What follows belongs to an exercise in optimizing a design on an open flow for small area, a short achievable clock period and few clock cycles; a production flow would make more cautious choices.

== the reference run ==
==> flow/design.v <==
package smme_pkg;
    localparam int unsigned FIELD_W = 32;
    localparam int unsigned ROW_W   = 5;
    typedef struct packed {
        logic [FIELD_W-1:0] base;
        logic [FIELD_W-1:0] expo;
        logic [FIELD_W-1:0] modulus;
        logic [5:0]         top;
        logic               empty;
    } t_job;
endpackage
module smme_step #(
    parameter int ARCH = 2
) (
    input  logic [31:0] i_r,
    input  logic        i_b,
    input  logic [31:0] i_y,
    input  logic [31:0] i_m,
    input  logic        i_mz,
    output logic [31:0] o_r
);
    logic [33:0] w_s;
    logic [34:0] w_d1, w_d2;
    logic        w_c0, w_c1, w_c2;
    smme_add #(34, ARCH) u_s (
        .i_a({1'b0, i_r, i_b}), .i_b({2'b00, i_y}), .i_c(1'b0),
        .o_s(w_s), .o_co(w_c0));
    smme_add #(35, ARCH) u_d1 (
        .i_a({1'b0, w_s}), .i_b(~{2'b00, i_mz, i_m}), .i_c(1'b1),
        .o_s(w_d1), .o_co(w_c1));
    smme_add #(35, ARCH) u_d2 (
        .i_a({1'b0, w_s}), .i_b(~{1'b0, i_mz, i_m, 1'b0}), .i_c(1'b1),
        .o_s(w_d2), .o_co(w_c2));
    assign o_r = !w_d2[34] ? w_d2[31:0] : (!w_d1[34] ? w_d1[31:0] : w_s[31:0]);
endmodule
module smme_add #(
    parameter int W = 32,
    parameter int ARCH = 1
) (
    input  logic [W-1:0] i_a,
    input  logic [W-1:0] i_b,
    input  logic         i_c,
    output logic [W-1:0] o_s,
    output logic         o_co
);
    logic [W-1:0] p, g, G, P;
    always_comb begin
        p = i_a ^ i_b;
        g = i_a & i_b;
        g[0] = g[0] | (p[0] & i_c);
        G = g;
        P = p;
        if (ARCH == 0) begin
            for (int i = 1; i < W; i++) begin
                G[i] = G[i] | (P[i] & G[i-1]);
                P[i] = P[i] & P[i-1];
            end
        end else if (ARCH == 1) begin
            for (int l = 0; (1 << l) < W; l++)
                for (int i = (2 << l) - 1; i < W; i += (2 << l)) begin
                    G[i] = G[i] | (P[i] & G[i - (1 << l)]);
                    P[i] = P[i] & P[i - (1 << l)];
                end
            for (int l = $clog2(W) - 2; l >= 0; l--)
                for (int i = 3 * (1 << l) - 1; i < W; i += (2 << l)) begin
                    G[i] = G[i] | (P[i] & G[i - (1 << l)]);
                    P[i] = P[i] & P[i - (1 << l)];
                end
        end else if (ARCH == 2) begin
            for (int l = 0; (1 << l) < W; l++)
                for (int i = 0; i < W; i++)
                    if ((i >> l) & 1) begin
                        G[i] = G[i] | (P[i] & G[((i >> l) << l) - 1]);
                        P[i] = P[i] & P[((i >> l) << l) - 1];
                    end
        end else begin
            for (int l = 0; (1 << l) < W; l++)
                for (int i = W - 1; i >= (1 << l); i--) begin
                    G[i] = G[i] | (P[i] & G[i - (1 << l)]);
                    P[i] = P[i] & P[i - (1 << l)];
                end
        end
        o_s[0] = p[0] ^ i_c;
        for (int i = 1; i < W; i++) o_s[i] = p[i] ^ G[i-1];
        o_co = G[W-1];
    end
endmodule
module square_multiply_modexp_trace #(
    parameter int unsigned EXP_WIDTH = 32,
    parameter int unsigned MOD_WIDTH = 32
) (
    input  logic         i_clk,
    input  logic         i_rst_n,
    input  logic         s_axis_tvalid,
    output logic         s_axis_tready,
    input  logic [95:0]  s_axis_tdata,
    output logic         m_axis_tvalid,
    input  logic         m_axis_tready,
    output logic [71:0]  m_axis_tdata,
    output logic         m_axis_tuser,
    output logic         m_axis_tlast
);
    logic q_idle, q_red, q_sqr, q_mul;
    logic [31:0] r_m;      
    logic        r_mz;     
    logic [31:0] r_e;      
    logic [31:0] r_b;      
    logic [31:0] r_acc;    
    logic [31:0] r_sq;     
    logic [4:0]  r_cnt;    
    logic [4:0]  r_pos;    
    logic [4:0]  r_row;
    logic        r_xb;     
    logic        r_valid, r_bit, r_last, r_user;
    logic        w_first;
    logic [31:0] w_r, w_y, w_res;
    assign w_first = (r_cnt == 5'd31);
    assign w_r = w_first ? 32'd0 : (q_sqr ? r_sq : r_acc);
    assign w_y = (r_xb && !q_red) ? (q_sqr ? r_acc : r_sq) : 32'd0;
    smme_step u_step (
        .i_r(w_r), .i_b(r_xb & q_red), .i_y(w_y), .i_m(r_m), .i_mz(r_mz),
        .o_r(w_res)
    );
    logic [31:0] w_src;
    assign w_src = q_sqr ? r_acc : r_b;            
    logic w_op, w_hold, w_run, w_end, w_empty, w_tomul, w_emit, w_done, w_gosq, w_skip;
    assign w_op    = q_red | q_sqr | q_mul;
    assign w_hold  = r_valid && !m_axis_tready;    
    assign w_run   = w_op && !w_hold;
    assign w_end   = w_run && (r_cnt == 5'd0);
    assign w_empty = q_red && !r_e[31];            
    assign w_tomul = q_sqr && r_e[31];
    assign w_emit  = w_end && !w_tomul;            
    assign w_done  = w_emit && (w_empty || r_pos == 5'd0);   
    assign w_gosq  = w_emit && !w_done;
    assign w_skip  = q_red && !w_hold && !r_e[31] && r_pos != 5'd0;
    always_ff @(posedge i_clk) begin
        if (q_idle) begin
            r_m  <= s_axis_tdata[95:64];
            r_mz <= (s_axis_tdata[95:64] == 32'd0);
            r_e  <= s_axis_tdata[63:32];
            r_b  <= s_axis_tdata[31:0];
            r_xb <= s_axis_tdata[31];
            r_pos <= 5'd31;
            r_cnt <= 5'd31;
        end else begin
            if (w_skip || w_gosq) begin
                r_e   <= {r_e[30:0], 1'b0};
                r_pos <= r_pos - 5'd1;
            end
            if (q_red && w_end) r_b <= w_res;
            if (w_run) begin
                r_cnt <= r_cnt - 5'd1;
                if (w_end)
                    r_xb <= w_tomul ? r_b[31] : w_res[31];
                else
                    r_xb <= w_src[r_cnt - 5'd1];
            end
        end
        if (w_run) begin
            if (q_sqr) begin
                r_sq <= w_res;
                if (w_end) r_acc <= w_res;
            end else if (w_end && w_empty) begin
                r_acc <= 32'd0;
                r_sq  <= 32'd0;
            end else begin
                r_acc <= w_res;
                if (w_end && q_red) r_sq <= 32'd1;
            end
        end
        if (w_emit) begin
            r_bit  <= !w_empty && (q_red || q_mul);
            r_row  <= q_red ? 5'd0 : r_row + 5'd1;
            r_last <= w_done;
            r_user <= w_empty;
        end
        if (!i_rst_n) begin
            q_idle  <= 1'b1;
            q_red   <= 1'b0;
            q_sqr   <= 1'b0;
            q_mul   <= 1'b0;
            r_valid <= 1'b0;
        end else begin
            r_valid <= w_emit || w_hold;
            if (q_idle && s_axis_tvalid) begin
                q_idle <= 1'b0;
                q_red  <= 1'b1;
            end
            if (w_end) begin
                q_red  <= 1'b0;
                q_sqr  <= w_gosq;
                q_mul  <= w_tomul;
                q_idle <= w_done;
            end
        end
    end
    assign s_axis_tready = q_idle;
    assign m_axis_tvalid = r_valid;
    assign m_axis_tdata  = {2'b00, r_row, r_acc, r_sq, r_bit};
    assign m_axis_tuser  = r_user;
    assign m_axis_tlast  = r_last;
endmodule
clock: 11.0 ns
lec_check: 0
cap_margin: 20
core_margin: 2
core_utilization: 40
setup_slack_margin: 5
slew_margin: 20
run.sh (not shown) runs the stock make flow with config.mk's settings and CLKGATE_MAP_FILE= SYNTH_SCRIPT=/design/flow/synth_recipe.tcl, a recipe that flattens the netlist after the stock synthesis.
Input-level comparison between the trial run and the reference run:
==> flow/design.v, changed modules only <==
module square_multiply_modexp_trace #(
    parameter int unsigned EXP_WIDTH = 32,
    parameter int unsigned MOD_WIDTH = 32
) (
    input  logic         i_clk,
    input  logic         i_rst_n,
    input  logic         s_axis_tvalid,
    output logic         s_axis_tready,
    input  logic [95:0]  s_axis_tdata,
    output logic         m_axis_tvalid,
    input  logic         m_axis_tready,
    output logic [71:0]  m_axis_tdata,
    output logic         m_axis_tuser,
    output logic         m_axis_tlast
);
    logic q_idle, q_red, q_sqr, q_mul;
    logic [31:0] r_m;      
    logic        r_mz;     
    logic [31:0] r_e;      
    logic [31:0] r_b;      
    logic [31:0] r_acc;    
    logic [31:0] r_sq;     
    logic [4:0]  r_cnt;    
    logic        r_first;  
    logic        r_bz0;    
    logic        r_bz;     
    logic [4:0]  r_pos;    
    logic [4:0]  r_row;
    logic        r_xb;     
    logic        r_valid, r_bit, r_last, r_user;
    logic        w_x;
    logic [31:0] w_r, w_y, w_res;
    assign w_x = r_first ? (q_sqr || (q_red ? !r_bz0 : !r_bz)) : r_xb;
    assign w_r = r_first ? 32'd0 : (q_sqr ? r_sq : r_acc);
    assign w_y = (w_x && !q_red) ? (q_sqr ? r_acc : r_sq) : 32'd0;
    smme_step u_step (
        .i_r(w_r), .i_b(w_x & q_red), .i_y(w_y), .i_m(r_m), .i_mz(r_mz),
        .o_r(w_res)
    );
    logic [31:0] w_src;
    logic [4:0]  w_lead, w_next;
    logic        w_last;
    assign w_src = q_sqr ? r_acc : r_b;            
    always_comb begin
        w_lead = 5'd0;
        for (int k = 1; k < 32; k++)
            if (w_src[k]) w_lead = 5'(k);
    end
    assign w_last = r_first ? (w_src[31:1] == 31'd0) : (r_cnt == 5'd0);
    assign w_next = (r_first ? w_lead : r_cnt) - 5'd1;
    logic w_op, w_hold, w_run, w_end, w_empty, w_tomul, w_emit, w_done, w_gosq, w_skip;
    assign w_op    = q_red | q_sqr | q_mul;
    assign w_hold  = r_valid && !m_axis_tready;    
    assign w_run   = w_op && !w_hold && !(q_red && w_last && !r_e[31] && r_pos != 5'd0);
    assign w_end   = w_run && w_last;
    assign w_empty = q_red && !r_e[31];            
    assign w_tomul = q_sqr && r_e[31];
    assign w_emit  = w_end && !w_tomul;            
    assign w_done  = w_emit && (w_empty || r_pos == 5'd0);   
    assign w_gosq  = w_emit && !w_done;
    assign w_skip  = q_red && !r_e[31] && r_pos != 5'd0;
    always_ff @(posedge i_clk) begin
        r_bz <= (r_b == 32'd0);
        if (q_idle) begin
            r_m  <= s_axis_tdata[95:64];
            r_mz <= (s_axis_tdata[95:64] == 32'd0);
            r_e  <= s_axis_tdata[63:32];
            r_b  <= s_axis_tdata[31:0];
            r_bz0 <= (s_axis_tdata[31:0] == 32'd0);
            r_first <= 1'b1;
            r_pos <= 5'd31;
        end else begin
            if (w_skip || w_gosq) begin
                r_e   <= {r_e[30:0], 1'b0};
                r_pos <= r_pos - 5'd1;
            end
            if (q_red && w_end) r_b <= w_res;
            if (w_run) begin
                r_first <= w_end;
                r_cnt   <= w_next;
                r_xb    <= w_src[w_next];
            end
        end
        if (w_run) begin
            if (q_sqr) begin
                r_sq <= w_res;
                if (w_end) r_acc <= w_res;
            end else if (w_end && w_empty) begin
                r_acc <= 32'd0;
                r_sq  <= 32'd0;
            end else begin
                r_acc <= w_res;
                if (w_end && q_red) r_sq <= 32'd1;
            end
        end
        if (w_emit) begin
            r_bit  <= !w_empty && (q_red || q_mul);
            r_row  <= q_red ? 5'd0 : r_row + 5'd1;
            r_last <= w_done;
            r_user <= w_empty;
        end
        if (!i_rst_n) begin
            q_idle  <= 1'b1;
            q_red   <= 1'b0;
            q_sqr   <= 1'b0;
            q_mul   <= 1'b0;
            r_valid <= 1'b0;
        end else begin
            r_valid <= w_emit || w_hold;
            if (q_idle && s_axis_tvalid) begin
                q_idle <= 1'b0;
                q_red  <= 1'b1;
            end
            if (w_end) begin
                q_red  <= 1'b0;
                q_sqr  <= w_gosq;
                q_mul  <= w_tomul;
                q_idle <= w_done;
            end
        end
    end
    assign s_axis_tready = q_idle;
    assign m_axis_tvalid = r_valid;
    assign m_axis_tdata  = {2'b00, r_row, r_acc, r_sq, r_bit};
    assign m_axis_tuser  = r_user;
    assign m_axis_tlast  = r_last;
endmodule
==> run notes <==
On worst clock skew on the final layout, the reference run and the trial run are basically level.
Comparing the reference run and the trial run, the lower wire length of the first global-routing pass was measured on the reference run.
Combinational family with the most area after synthesis: simple AND/OR/NAND/NOR gates -> the trial run, multiplexers -> the reference run
Comparing the reference run and the trial run, length in cells of the worst reg-to-reg path is lower on the reference run.
Flip-flop and latch count was higher in the run labelled the trial run.
Accumulated negative setup slack: the trial run vs the reference run — no meaningful difference
The trial run vs the reference run: cell count up in the trial run
Function was not checked in any run of this note: the RTL went through the layout flow alone.

==> re-timing with driven ports <==
How much do the figures lean on ideal ports? The routed layouts below were timed once more, with nothing changed but the port constraints. Step 1 (the two cells are an assumption about what drives the block):
set clk [get_ports {i_clk}]
set_driving_cell -lib_cell sky130_fd_sc_hd__clkbuf_16 $clk
set_driving_cell -lib_cell sky130_fd_sc_hd__buf_2 [delete_from_list [all_inputs] $clk]
Step 2, shift: input delay + t, output delay - t, t = (earliest + latest rising clock arrival at the registers) / 2. This alone moves slack from input paths to output paths. a / b / c = no drivers / after step 1 / after step 2; a / b = the first two.
run	shift t [ns]	setup WS [ns]	slew at the worst register clock pin (ns)
the reference run	0.499	5.109 / 5.109 / 5.109	0.09 / 0.09
the trial run	0.514	4.861 / 4.861 / 4.861	0.09 / 0.09
After both steps setup and hold are still met in every run listed.
